This is an optimization exercise on Yosys and OpenROAD, whose aim is a short achievable clock period and few clock cycles, not a production implementation.
In this exercise RTL edits were held to simulation tests only and were not proved equivalent to the original.
Power is estimated from default activity; no workload was simulated.

exp/delta:
==> flow/design.v <==
module icache_nway_lru #(
   parameter int ADDR_W = 32,
   parameter int WAYS   = 4,
   parameter int SETS   = 4,
   parameter int WPL    = 2,
   parameter int PAGE   = 12
) (
   input  logic                clk,
   input  logic                reset,
   input  logic                proc_req,
   input  logic [ADDR_W-1:0]   address_from_proc,
   input  logic                flush,
   output logic [31:0]         data_to_proc,
   output logic                proc_resp_valid,
   output logic                hit_miss,
   output logic                busy,
   output logic                ram_req,
   output logic [ADDR_W-1:0]   address_to_ram,
   input  logic [32*WPL-1:0]   data_from_ram,
   input  logic                ram_access_done
);
   localparam int WSEL_W = $clog2(WPL);
   localparam int OFF    = WSEL_W + 2;
   localparam int IDX_W  = $clog2(SETS);
   localparam int TAG_W  = ADDR_W - OFF - IDX_W;
   localparam int LO_W   = PAGE - OFF - IDX_W;    
   localparam int HI_W   = TAG_W - LO_W;          
   localparam int NPAIR  = WAYS * (WAYS - 1) / 2;
   localparam int HALF   = WAYS / 2;    
   logic [SETS-1:0][WAYS-1:0]                  valid_q;
   logic [SETS-1:0][WAYS-1:0]                  use_q;    
   logic [SETS-1:0][WAYS-1:0][TAG_W-1:0]       tag_q;
   logic [SETS-1:0][WAYS-1:0][WPL-1:0][31:0]   line_q;
   logic [SETS-1:0][NPAIR-1:0]                 ord_q;
   logic [SETS-1:0][WAYS-1:0]                  vic_q;
   logic [HI_W-1:0]                            page_q;   
   logic [ADDR_W-1:OFF]     addr_q;       
   logic [TAG_W-1:0]        req_tag_q;    
   logic [SETS-1:0]         req_set_q;    
   logic [WSEL_W-1:0]       req_word_q;
   logic [SETS-1:0][WAYS-1:0] hit_line_q;  
   logic                    again_q;      
   logic                    ram_req_q;    
   logic                    resp_a_n_q;   
   logic                    resp_b_n_q;   
   logic                    hit_miss_q;
   logic                    flush_pend_q;  
   logic [31:0]             word_a_n_q;   
   logic [31:0]             word_b_n_q;
   logic refill;    
   logic resp;      
   assign refill = ram_req_q;
   assign resp   = !(resp_a_n_q && resp_b_n_q);
   logic [TAG_W-1:0]          in_tag;
   logic [HI_W-1:0]           in_page;
   logic [LO_W-1:0]           in_lo;
   logic [IDX_W-1:0]          in_idx;
   logic [WSEL_W-1:0]         in_word;
   logic [SETS-1:0]           in_set;
   logic                      first;      
   logic                      flush_now;  
   logic                      page_ok;    
   logic                      look;       
   logic [SETS-1:0][WAYS-1:0] line_hit;
   logic                      hit_a;      
   logic                      hit_b;
   logic [31:0]               word_a;
   logic [31:0]               word_b;
   assign in_tag    = address_from_proc[ADDR_W-1:OFF+IDX_W];
   assign in_page   = in_tag[TAG_W-1:LO_W];
   assign in_lo     = in_tag[LO_W-1:0];
   assign in_idx    = address_from_proc[OFF+IDX_W-1:OFF];
   assign in_word   = address_from_proc[OFF-1:2];
   assign first     = proc_req && !refill && !again_q;
   assign flush_now = (flush || flush_pend_q) && !refill && !again_q;
   assign page_ok   = (in_page == page_q);
   assign look      = (first && !flush_now && page_ok) || again_q;
   always_comb begin
      for (int s = 0; s < SETS; s++)
         in_set[s] = (in_idx == IDX_W'(s));
   end
   always_comb begin
      for (int s = 0; s < SETS; s++)
         for (int w = 0; w < WAYS; w++)
            line_hit[s][w] = in_set[s] && use_q[s][w] &&
                             (tag_q[s][w][LO_W-1:0] == in_lo);
   end
   always_comb begin
      hit_a  = 1'b0;
      hit_b  = 1'b0;
      word_a = '0;
      word_b = '0;
      for (int s = 0; s < SETS; s++)
         for (int w = 0; w < WAYS; w++)
            if (w < HALF) begin
               hit_a  = hit_a || line_hit[s][w];
               word_a = word_a | ({32{line_hit[s][w]}} & line_q[s][w][in_word]);
            end else begin
               hit_b  = hit_b || line_hit[s][w];
               word_b = word_b | ({32{line_hit[s][w]}} & line_q[s][w][in_word]);
            end
   end
   logic              done;
   logic              upd;        
   logic [WAYS-1:0]   hit_way;    
   logic [WAYS-1:0]   cur_valid;
   logic [NPAIR-1:0]  cur_ord;
   logic [WAYS-1:0]   cur_vic;
   logic [WAYS-1:0]   acc;        
   logic [WAYS-1:0]   nxt_valid;
   logic [NPAIR-1:0]  nxt_ord;
   logic [WAYS-1:0]   lru;
   logic [WAYS-1:0]   nxt_vic;
   assign done = refill && ram_access_done;
   assign upd  = done || (resp && !hit_miss_q);
   always_comb begin
      hit_way = '0;
      for (int s = 0; s < SETS; s++)
         hit_way = hit_way | hit_line_q[s];
   end
   always_comb begin
      cur_valid = '0;
      cur_ord   = '0;
      cur_vic   = '0;
      for (int s = 0; s < SETS; s++)
         if (req_set_q[s]) begin
            cur_valid = cur_valid | valid_q[s];
            cur_ord   = cur_ord   | ord_q[s];
            cur_vic   = cur_vic   | vic_q[s];
         end
   end
   assign acc       = refill ? cur_vic : hit_way;
   assign nxt_valid = cur_valid | acc;
   always_comb begin
      int p;
      nxt_ord = cur_ord;
      p = 0;
      for (int i = 0; i < WAYS; i++)
         for (int j = i + 1; j < WAYS; j++) begin
            if (acc[i])      nxt_ord[p] = 1'b0;
            else if (acc[j]) nxt_ord[p] = 1'b1;
            p++;
         end
   end
   always_comb begin
      int p;
      lru = '1;
      p = 0;
      for (int i = 0; i < WAYS; i++)
         for (int j = i + 1; j < WAYS; j++) begin
            if (nxt_ord[p]) lru[j] = 1'b0;
            else            lru[i] = 1'b0;
            p++;
         end
   end
   always_comb begin
      logic found;
      nxt_vic = '0;
      found   = 1'b0;
      for (int w = 0; w < WAYS; w++)
         if (!nxt_valid[w] && !found) begin
            nxt_vic[w] = 1'b1;
            found      = 1'b1;
         end
      if (!found) nxt_vic = lru;
   end
   logic new_page;    
   assign new_page = first && !page_ok;
   always_ff @(posedge clk) begin
      addr_q     <= address_from_proc[ADDR_W-1:OFF];
      hit_line_q <= line_hit;
      word_a_n_q <= refill ? ~data_from_ram[32*req_word_q +: 32] : ~word_a;
      word_b_n_q <= refill ? '1 : ~word_b;
      if (first) begin
         req_tag_q  <= in_tag;
         req_set_q  <= in_set;
         req_word_q <= in_word;
      end
   end
   always_ff @(posedge clk) begin
      if (!reset) begin
         ram_req_q    <= 1'b0;
         resp_a_n_q   <= 1'b1;
         resp_b_n_q   <= 1'b1;
         again_q      <= 1'b0;
         hit_miss_q   <= 1'b1;
         flush_pend_q <= 1'b0;
         page_q       <= '0;
      end else begin
         resp_a_n_q <= !((look && hit_a) || done);
         resp_b_n_q <= !(look && hit_b);
         hit_miss_q <= refill;
         again_q    <= new_page && !flush_now;
         if (refill) ram_req_q <= !ram_access_done;
         else        ram_req_q <= (first && flush_now) || (look && !(hit_a || hit_b));
         if (refill || again_q) flush_pend_q <= flush_pend_q || flush;
         else                   flush_pend_q <= 1'b0;
         if (new_page) page_q <= in_page;
      end
   end
   logic clear;
   assign clear = !reset || flush_now;
   always_ff @(posedge clk) begin
      for (int s = 0; s < SETS; s++) begin
         if (clear) begin
            valid_q[s] <= '0;
            use_q[s]   <= '0;
            ord_q[s]   <= '0;
            vic_q[s]   <= WAYS'(1);
         end else begin
            if (new_page) begin
               for (int w = 0; w < WAYS; w++)
                  use_q[s][w] <= valid_q[s][w] && (tag_q[s][w][TAG_W-1:LO_W] == in_page);
            end
            if (upd && req_set_q[s]) begin
               valid_q[s] <= nxt_valid;
               ord_q[s]   <= nxt_ord;
               vic_q[s]   <= nxt_vic;
               if (refill) use_q[s] <= use_q[s] | acc;
            end
         end
      end
   end
   always_ff @(posedge clk) begin
      for (int s = 0; s < SETS; s++)
         for (int w = 0; w < WAYS; w++)
            if (reset && done && req_set_q[s] && vic_q[s][w]) begin
               tag_q[s][w]  <= req_tag_q;
               line_q[s][w] <= data_from_ram;
            end
   end
   assign data_to_proc    = ~(word_a_n_q & word_b_n_q);
   assign proc_resp_valid = resp;
   assign hit_miss        = hit_miss_q;
   assign busy            = refill;
   assign ram_req         = refill;
   assign address_to_ram  = {addr_q, OFF'(0)};
endmodule
clock: 8.5 ns
lec_check: 0
abc_clock_period_in_ps: 2000
cap_margin: 20
core_margin: 2
core_utilization: 30
setup_slack_margin: 5
slew_margin: 20
standard.sh (not shown) runs the stock make flow with config.mk's settings and CLKGATE_MAP_FILE= SYNTH_SCRIPT=/design/flow/synth_recipe.tcl, a recipe that flattens the netlist after the stock synthesis.
==> flow/flow/run.sh <==
#!/bin/bash
# Standard layout, with timing repair aiming further below the clock period and
# a few slow multi-input OR/NOR cells kept out of synthesis and repair.
set -euo pipefail
base=$(make -s -C "$FLOW_HOME" DESIGN_CONFIG="$PWD/config.mk" print-DONT_USE_CELLS | sed -n 's/^DONT_USE_CELLS: //p')
extra="sky130_fd_sc_hd__or3_1 sky130_fd_sc_hd__or3_2 sky130_fd_sc_hd__or3_4 sky130_fd_sc_hd__or3b_1 sky130_fd_sc_hd__or3b_2 sky130_fd_sc_hd__or3b_4 sky130_fd_sc_hd__or4_1 sky130_fd_sc_hd__or4_2 sky130_fd_sc_hd__or4_4 sky130_fd_sc_hd__or4b_1 sky130_fd_sc_hd__or4b_2 sky130_fd_sc_hd__or4b_4 sky130_fd_sc_hd__or4bb_1 sky130_fd_sc_hd__or4bb_2 sky130_fd_sc_hd__or4bb_4"
bash standard.sh SETUP_SLACK_MARGIN=6 "DONT_USE_CELLS=$base $extra"  finish > orfs_make.log 2>&1
The final layout from exp/delta, which completed every stage, passed the timing, DRC and antenna checks at the end of the flow.
Testbench counts of exp/delta, summed over its fixed seeds: cycles 44,685.
Here is what was changed in the inputs of exp/quartz compared with exp/delta.
Settings: CORE_UTILIZATION now 55, was 30; PLACE_DENSITY now 0.68, previously not set.
Notes after the runs:
Taking exp/delta as the reference point, the floorplan die height of exp/quartz falls by 120 um. Area growth from synthesis to layout: exp/quartz < exp/delta. Destination of the critical timing path = data_to_proc[30]: exp/delta; destination of the critical timing path = word_b_n_q[5]$_SDFF_PP1_: exp/quartz. Initial detailed-routing violation count: exp/quartz worse than exp/delta. Between exp/delta and exp/quartz, the flow reports power per standard cell area increasing slightly.
For exp/umber, these inputs were changed with respect to exp/quartz:
Settings: changing CORE_UTILIZATION from 55 to 40; removing PLACE_DENSITY (formerly 0.68).
--- a/flow/flow/run.sh
+++ b/flow/flow/run.sh
@@ -6 +6 @@
-extra="sky130_fd_sc_hd__or3_1 sky130_fd_sc_hd__or3_2 sky130_fd_sc_hd__or3_4 sky130_fd_sc_hd__or3b_1 sky130_fd_sc_hd__or3b_2 sky130_fd_sc_hd__or3b_4 sky130_fd_sc_hd__or4_1 sky130_fd_sc_hd__or4_2 sky130_fd_sc_hd__or4_4 sky130_fd_sc_hd__or4b_1 sky130_fd_sc_hd__or4b_2 sky130_fd_sc_hd__or4b_4 sky130_fd_sc_hd__or4bb_1 sky130_fd_sc_hd__or4bb_2 sky130_fd_sc_hd__or4bb_4"
+extra="sky130_fd_sc_hd__or3_1 sky130_fd_sc_hd__or3_2 sky130_fd_sc_hd__or3_4 sky130_fd_sc_hd__or3b_1 sky130_fd_sc_hd__or3b_2 sky130_fd_sc_hd__or3b_4 sky130_fd_sc_hd__or4_1 sky130_fd_sc_hd__or4_2 sky130_fd_sc_hd__or4_4 sky130_fd_sc_hd__or4b_1 sky130_fd_sc_hd__or4b_2 sky130_fd_sc_hd__or4b_4 sky130_fd_sc_hd__or4bb_1 sky130_fd_sc_hd__or4bb_2 sky130_fd_sc_hd__or4bb_4 sky130_fd_sc_hd__nor4_1 sky130_fd_sc_hd__nor4_2 sky130_fd_sc_hd__nor4_4 sky130_fd_sc_hd__nor4b_1 sky130_fd_sc_hd__nor4b_2 sky130_fd_sc_hd__nor4b_4 sky130_fd_sc_hd__nor4bb_1 sky130_fd_sc_hd__nor4bb_2 sky130_fd_sc_hd__nor4bb_4"
==> comparison <==
- exp/umber vs. exp/quartz: total power level, number of global-route vias before repair lower.
- exp/quartz has lower part of the power in the clock network than exp/umber.
- Cell area | exp/umber vs exp/quartz | exp/umber smaller
- exp/umber against exp/quartz; combinational cell power is down by a few percent.
- exp/umber — area of the die about 37% higher, exp/quartz as reference
- Taking exp/quartz as the reference point, the area of the core of exp/umber rises by about 38%.
- Fraction of registers with async set/reset across exp/umber and exp/quartz: no real change.
- Of exp/umber and exp/quartz, exp/quartz shows the higher count of multi-input combinational gates, with exp/umber below it.
- exp/umber improves on exp/quartz in sum of routed wire length over all layers.
--- input diff exp/umber..exp/raven ---
==> flow/flow/run.sh <==
#!/bin/bash
# Standard layout, with timing repair aiming further below the clock period.
set -euo pipefail
bash standard.sh SETUP_SLACK_MARGIN=6 finish > orfs_make.log 2>&1
Findings:
exp/raven | stages: all done | timing, DRC, antenna: all pass
The final reports for exp/raven and exp/umber show worst hold slack higher in the former.
[exp/raven] count of inverters not on the clock network in the layout fell 3 relative to exp/umber
Going from exp/umber to exp/raven, total number of vias rose by 1.5%; part of the cycle the worst path needs saw little to no change.

==> what the ideal ports hide <==
Ports are ideal in the flow. The routed layouts listed here were re-timed in OpenROAD.
Step 1 sets driving cells, clkbuf_16 on the clock port and buf_2 on the other inputs (assumed; they add their load-dependent delay and slew).
Step 2 moves the port delays by t, midway between the first and last clock arrival at a register: inputs arrive t later, outputs are due t later. That takes back most of the time a late clock gives input paths.
Three values: no drivers, after step 1, after step 2; two values: the first two.
| run | t, ns | slack for setup (ns) | hold WS [ns] | worst register clock-pin slew, ns |
|---|---|---|---|---|
| exp/delta | 0.903 | 5.368 / 5.281 / 4.390 | 0.469 / 0.469 / 0.469 | 0.07 / 0.07 |
| exp/quartz | 0.845 | 5.303 / 5.330 / 4.485 | 0.470 / 0.470 / 0.470 | 0.07 / 0.07 |
| exp/umber | 0.895 | 5.367 / 5.290 / 4.521 | 0.458 / 0.458 / 0.458 | 0.07 / 0.07 |
| exp/raven | 0.899 | 5.371 / 5.286 / 4.554 | 0.464 / 0.464 / 0.464 | 0.07 / 0.07 |
After both steps every run listed still meets setup and hold. For exp/delta, which loses most, drivers alone change the setup slack by -0.087 ns; drivers and shift together by -0.978 ns.
